Source: an optimization exercise on an open RTL-to-GDS flow (aim: small area and a short achievable clock period). Production flows keep margins and buffers that such runs may drop.
The RTL was checked by simulation tests, not by an equivalence proof against the original design.
Power figures rest on the tool's default switching activity, not on a simulated workload.

==> flow/design.v (outline; a module is shown in full before it is edited, if it fits) <==
// module addSub: 12 lines
// module mx2i: 8 lines
// module shifter: 30 lines
// module lAoi22: 3 lines
// module lNand3: 3 lines
// module wbBit8: 11 lines
// module wbBit9: 11 lines
// module addSubCore: 245 lines
// module pcAddCore: 226 lines
// module rsAoi: 7 lines
// module rsAnd11: 6 lines
// module rsPort: 15 lines
// module lNand2: 1 lines
// module lNor2: 1 lines
// module lInv: 1 lines
// module lXor2: 1 lines
// module lXnor2: 1 lines
// module lAoi21: 1 lines
// module lOai21: 1 lines
// module lMux2: 1 lines
// module addrAdd: 457 lines
// module pcAdd: 7 lines
// module pcInc: 6 lines
// module rv32Core: 140 lines
module rv32Core #(
    parameter logic [31:0] resetVector = '0
) (
    input  logic        clk,
    input  logic        reset,
    output logic [31:0] pc,
    input  logic [31:0] instruction,
    output logic        we,
    output logic [31:0] addressToMem,
    output logic [31:0] dataToMem,
    input  logic [31:0] dataFromMem
);
  // ...
==> flow/flow/run.sh <==
#!/bin/bash
# The standard layout, with the port buffers inserted as buf_4 instead of the
# resizer's default pick (a slow delay buffer that later repair cannot swap).
set -euo pipefail
bash standard.sh 'BUFFER_PORTS_ARGS=-buffer_cell sky130_fd_sc_hd__buf_4' finish > standard_make.log 2>&1
==> flow/standard.sh <==
#!/bin/bash
# synth_recipe.tcl (not shown) runs the flow's synth.tcl, then flattens the netlist and writes it again
# the make line also repeats each setting of config.mk as NAME=value (left out here)
make -C /OpenROAD-flow-scripts/flow DESIGN_CONFIG=/design/flow/config.mk WORK_HOME=/design/flow/orfs CLKGATE_MAP_FILE= SYNTH_SCRIPT=/design/flow/synth_recipe.tcl "${@:-finish}"
==> flow/config.mk <==
export PLATFORM = sky130hd
export DESIGN_NAME = rv32Core
export DESIGN_NICKNAME = rv32Core
export VERILOG_FILES = /design/flow/design.v
export SDC_FILE = /design/flow/constraint.sdc
export NUM_CORES = 4
export LEC_CHECK = 0
export CAP_MARGIN = 20
export CORE_MARGIN = 2
export CORE_UTILIZATION = 50
export SETUP_SLACK_MARGIN = 3.6
export SLEW_MARGIN = 20
export SYNTH_HIERARCHICAL = 1
export SYNTH_MINIMUM_KEEP_SIZE = 0
export TNS_END_PERCENT = 10
==> flow/constraint.sdc <==
create_clock -name core_clock -period 11.0 [get_ports {clk}]
set_input_delay 2.2000 -clock core_clock [delete_from_list [all_inputs] [get_ports {clk}]]
set_output_delay 2.2000 -clock core_clock [all_outputs]
set_load 0.01 [all_outputs]
==> flow_summary.json, run 1 <==
{
  "fin_area_um2": 64130,
  "met2_usage_pct": 62.66,
  "min_path_type": "reg -> reg",
  "synthToLayoutAreaGrowth_pct": 25.23,
  "top_layer": "met5",
  "fin_crit_ns": 8.165,
  "status": "timing/DRC/antenna clean",
  "drive_gt1_share_pct": 26.27,
  "reg_top3": "regs x992, pcQ x31",
  "p_seq_w": 0.00427,
  "reg2reg_from": "regs[1][16]",
  "largestPowerGroup": "registers",
  "synth_top_cell_area_share_pct": 58.17,
  "grt_max_degree": 64,
  "drt-total-wl_um": 232100,
  "slew_headroom_pct": 22.16,
  "power_density_nw_per_um2": 156.1,
  "cp_slowest_cell": "a222oi_1",
  "final_util_pct": 63.04,
  "drc": 0,
  "post_dp_cell_area_um2": 56350,
  "yosysMostFrequentCell": "edfxtp_1",
  "seqPwrFrac_pct": 42.7,
  "yosys_warnings": 10,
  "buffers_excl_clock": 629,
  "synth-compound-area-share_pct": 17.97,
  "critical-path-top-delay-family": "simple AND/OR/NAND/NOR gates",
  "busiest_layer": "met2",
  "grt.met3_usage_pct": 14.49,
  "grt_first_pass_wirelength_um": 313700,
  "grtUsageTotal_pct": 42.90,
  "cts_buffers": 105,
  "place_ws_ns": 1.217,
  "start_kind": "primary input",
  "cp_num_buf_inv": 8,
  "fin_setup_tns_ns": 0,
  "multi_input_area_um2": 22190,
  "leakage_nw": 22.63,
  "seq_share_pct": 47.42,
  "cts_hold_buf": 0,
  "drt_pass1_iterations": 15,
  "switching_share_pct": 29.87
}
==> run 2: changes to the inputs <==
==> flow/run.sh (new file) <==
#!/bin/bash
# synth_recipe.tcl (not shown) runs the flow's synth.tcl, then flattens the netlist and writes it again
# the make line also repeats each setting of config.mk as NAME=value (left out here)
make -C /OpenROAD-flow-scripts/flow DESIGN_CONFIG=/design/flow/config.mk WORK_HOME=/design/flow/orfs CLKGATE_MAP_FILE= SYNTH_SCRIPT=/design/flow/synth_recipe.tcl finish
--- a/flow/config.mk
+++ b/flow/config.mk
@@ -8,8 +8,7 @@
 export CAP_MARGIN = 20
 export CORE_MARGIN = 2
-export CORE_UTILIZATION = 50
-export SETUP_SLACK_MARGIN = 3.6
+export CORE_UTILIZATION = 60
+export SETUP_SLACK_MARGIN = 3.0
 export SLEW_MARGIN = 20
 export SYNTH_HIERARCHICAL = 1
 export SYNTH_MINIMUM_KEEP_SIZE = 0
-export TNS_END_PERCENT = 10
removed: flow/flow/run.sh
removed: flow/standard.sh
==> flow_summary.json, run 2 <==
{
  "ioPinCount": 163,
  "rrSetupSlack_ns": 5.18,
  "die_y_um": 296.2,
  "synthToLayoutAreaGrowth_pct": 22.77,
  "clk_latency_ns": 0.74,
  "grt_max_degree": 70,
  "syn-instance-count": 3864,
  "final_common_cell": "edfxtp_1",
  "gr-total-overflow": 0,
  "reg_top3": "regs x992, pcQ x31",
  "cp.required_ns": 8.80,
  "leakage_nw": 21.98,
  "setup_viol_count_final": 0,
  "reg2reg_depth": 13,
  "yosysMostFrequentCell": "edfxtp_1",
  "fmax_mhz": 121.4,
  "vias": 46670,
  "min_to": "pcQ[1]",
  "cts_tree": "done",
  "critical_path.max_stage_delay_ns": 0.76,
  "yosysTopAreaCell": "edfxtp_1",
  "cts_hold_buf": 0,
  "synth_top_cell_area_share_pct": 58.17,
  "synth_edf_count": 992,
  "reg2reg_from": "regs[4][31]",
  "max-cap-violations": 0,
  "synthesis.area_um2": 51210,
  "layout_common_cells": "992 x edfxtp_1, 705 x a222oi_1, 348 x buf_4",
  "final_max_slew_viol_count": 0,
  "fin_area_um2": 62870,
  "synthTopCellsByCount": "992 x edfxtp_1, 705 x a222oi_1, 289 x nand2_1",
  "layout.nets": 4545,
  "dp_hpwl_um": 144000,
  "gp_congestion": 1.045,
  "hold_viol": 0,
  "timing.rr.end": "regs[25][1]",
  "ys_seq_elements": 1023,
  "drc": 0,
  "drt-total-wl_um": 225100,
  "hold_path_depth": 2,
  "worst_ir_drop_vdd_mv": 0.2001,
  "dieArea_um2": 87700,
  "power_density_nw_per_um2": 157.6,
  "cts.sinks": 1023,
  "cp_slowest_cell": "nor3_4",
  "core_um2": 84880,
  "arrival_ns": 6.04,
  "yosys_warnings": 10,
  "crit_chain": "clkdlybuf4s18_2 > nand2b_2 > nor3_4 > buf_4 > a222oi_1 > nand4_1 > nor3_4 > buf_4 > inv_1 > clkdlybuf4s50_1",
  "min_path_type": "reg -> reg",
  "synth_area_per_cell_um2": 13.25,
  "largest-register": "regs",
  "rsz0062_at_grt": "true",
  "synth_area_leaders": "edfxtp_1 58%, a222oi_1 14%, mux2i_1 4.9%, xor2_1 2.8%, nand2_1 2.1%",
  "slew_headroom_pct": 29.11,
  "clk_path_buf_depth": 3,
  "clk_pin_slew_ns": 0.06,
  "seq_area_frac_synth_pct": 59.38,
  "start_util_pct": 60.33,
  "largest_register_ffs": 992,
  "post_dp_cell_area_um2": 56580,
  "fin_crit_ns": 8.238,
  "post_drt_wl_per_cell_um": 39.47,
  "skew_ns": 0.08663,
  "cts_buffers": 100,
  "grtUsageTotal_pct": 49.51,
  "ys_async_sr_fraction_pct": 0,
  "cp-end-kind": "output pin",
  "grt_pass1_vias": 43630,
  "antenna_found_initial": 9,
  "synth.distinct_cells": 53,
  "critPathMaxFanout": 21,
  "die_w_um": 296.2,
  "dr.first_iter.drc_count": 13540,
  "start_kind": "primary input",
  "io_buffers": 161,
  "ant_nets": 0,
  "ys.flop_type": "edfxtp_1",
  "tightest_slew_ns": 1.063,
  "hp-start": "pcQ[1]",
  "htree_num_levels": 3,
  "vias_per_cell": 8.181,
  "drive_gt1_share_pct": 21.28,
  "clock-root-buffer": "clkbuf_16",
  "fin_setup_tns_ns": 0,
  "drt_pass1_iterations": 17,
  "rows": 107,
  "crit_type": "in -> out",
  "status": "timing/DRC/antenna clean",
  "fin_crit_sh_pct": 74.89,
  "grt_first_pass_wirelength_um": 308300
}
## run 2: area by class of cell
class                      count  area (um2)
fill                        5424       22010
sequential                  1023       30410
clock buffer                 119        2615
antenna                        1       2.502
timing repair buffer         580        5426
inverter                     182       690.7
clock inverter                64       698.2
multi-input combinational   2591       21600
tap                         1144        1431
## run 2: how the worst max path moves through the flow
stage / cells after the start / from / slack [ns] / end
global placement: 16 / instruction[17] / 0.87 / addressToMem[31]
finish: 10 / instruction[20] / 2.76 / dataToMem[12]
floorplan: 12 / instruction[19] / 3.00 / addressToMem[12]
CTS: 18 / instruction[18] / 2.77 / addressToMem[12]
detailed placement: 16 / instruction[17] / 0.65 / addressToMem[28]
global route: 19 / instruction[15] / 2.87 / addressToMem[27]
## run 2: through the flow
stage	cells	util, %	power, W	setup slack [ns]	hold slack [ns]
CTS	5608	72.56	0.009650	2.769	0.7662
finish	5704	74.07	0.009909	2.762	0.7781
detailed placement	5322	66.66	0.006098	0.6487	0.7458
global route	5704	74.07	0.01006	2.875	0.8147
global placement	5321	66.63	0.006086	0.8689	0.7419
floorplan	3869	-	0.005354	3.005	0.6952
## run 2: cell families (layout without fill, tap and decap cells)
kind of cell | count (synthesis) | count (layout) | synth area share (%)
and+or+nand+nor | 1101 | 1103 | 11.17
DFF | 1023 | 1023 | 59.38
AOI/OAI and AO/OA | 974 | 974 | 17.97
muxes | 259 | 259 | 5.084
buffers and inverters | 257 | 945 | 2.126
xor gates and xnor gates | 248 | 248 | 4.242
adders and majority gates | 1 | 1 | 0.02443
other | 1 | 7 | 0.007323
## run 2: modules after synthesis, one instance, submodules excluded, excerpt
| module | cell area, um2 | cells inside | flops+latches | copies in the design |
|---|---|---|---|---|
| addSub | 355.3 | 37 | 0 | 1 |
| addSubCore | 72.57 | 12 | 0 | 1 |
| lInv | 3.754 | 1 | 0 | 139 |
| lMux2 | 15.01 | 1 | 0 | 1 |
| lNand2 | 3.754 | 1 | 0 | 176 |
| lNand3 | 5.005 | 1 | 0 | 32 |
| lXnor2 | 8.758 | 1 | 0 | 62 |
| lXor2 | 8.758 | 1 | 0 | 126 |
| mx2i | 10.01 | 1 | 0 | 252 |
| pcInc | 555.5 | 77 | 0 | 1 |
| rsAnd11 | 27.53 | 4 | 0 | 64 |
| rsAoi | 10.01 | 1 | 0 | 705 |
| rv32Core | 33590 | 1575 | 1023 | 1 |
## run 2: power breakdown
group          internal [W]  switching [W]  total (W)
registers           0.00426     0.00000361    0.00427
clock network       0.00197        0.00156    0.00352
logic              0.000766        0.00135    0.00212
## run 2: routing by layer
layer	global-route usage, %	share of wire, %	vias up
met1	59.42	30	21970
met5	0.7761	0.083	-
li1	-	-	17900
met3	21.92	18	1469
met4	30.87	9.1	16
met2	73.13	42	5312
## run 2: critical path, delay by kind of cell
family	cells	cell delay [ns]
buffers and inverters	5	1.98
AND/OR/NAND/NOR	4	1.62
AO/OA/AOI/OAI	1	0.18
## run 2: what timing repair did
item	in CTS	in global routing
setup buffers	98	93
pin swaps	68	95
endpoints found under the setup margin	1087	498
cloned	5	2
resized for setup	206	152

afterwards: timing with drivers on the ports:
No port has a modelled driver above. Below, the same layouts with a new extraction and two added sets of constraints.
Step 1, drivers: a clkbuf_16 drives clk and a buf_2 each remaining input, both assumed.
Step 2 also shifts input and output timing later by t, the mid clock arrival at the registers, as if the neighbouring blocks saw the same clock.
Slacks: ideal / step 1 / step 2; pairs: ideal / step 1.
run	t, ns	setup WS [ns]	hold WS [ns]	worst setup path at the end	cell pins on the clock port's net
run 1	0.789	2.835 / 2.516 / 2.048	0.802 / 0.802 / 0.802	input to register	1
run 2	0.768	2.762 / 2.514 / 1.884	0.778 / 0.778 / 0.778	input to register	1
After both steps every run listed still meets setup and hold. The setup slack of run 2, which loses most, moves by -0.248 ns with the drivers and by -0.878 ns with both steps.
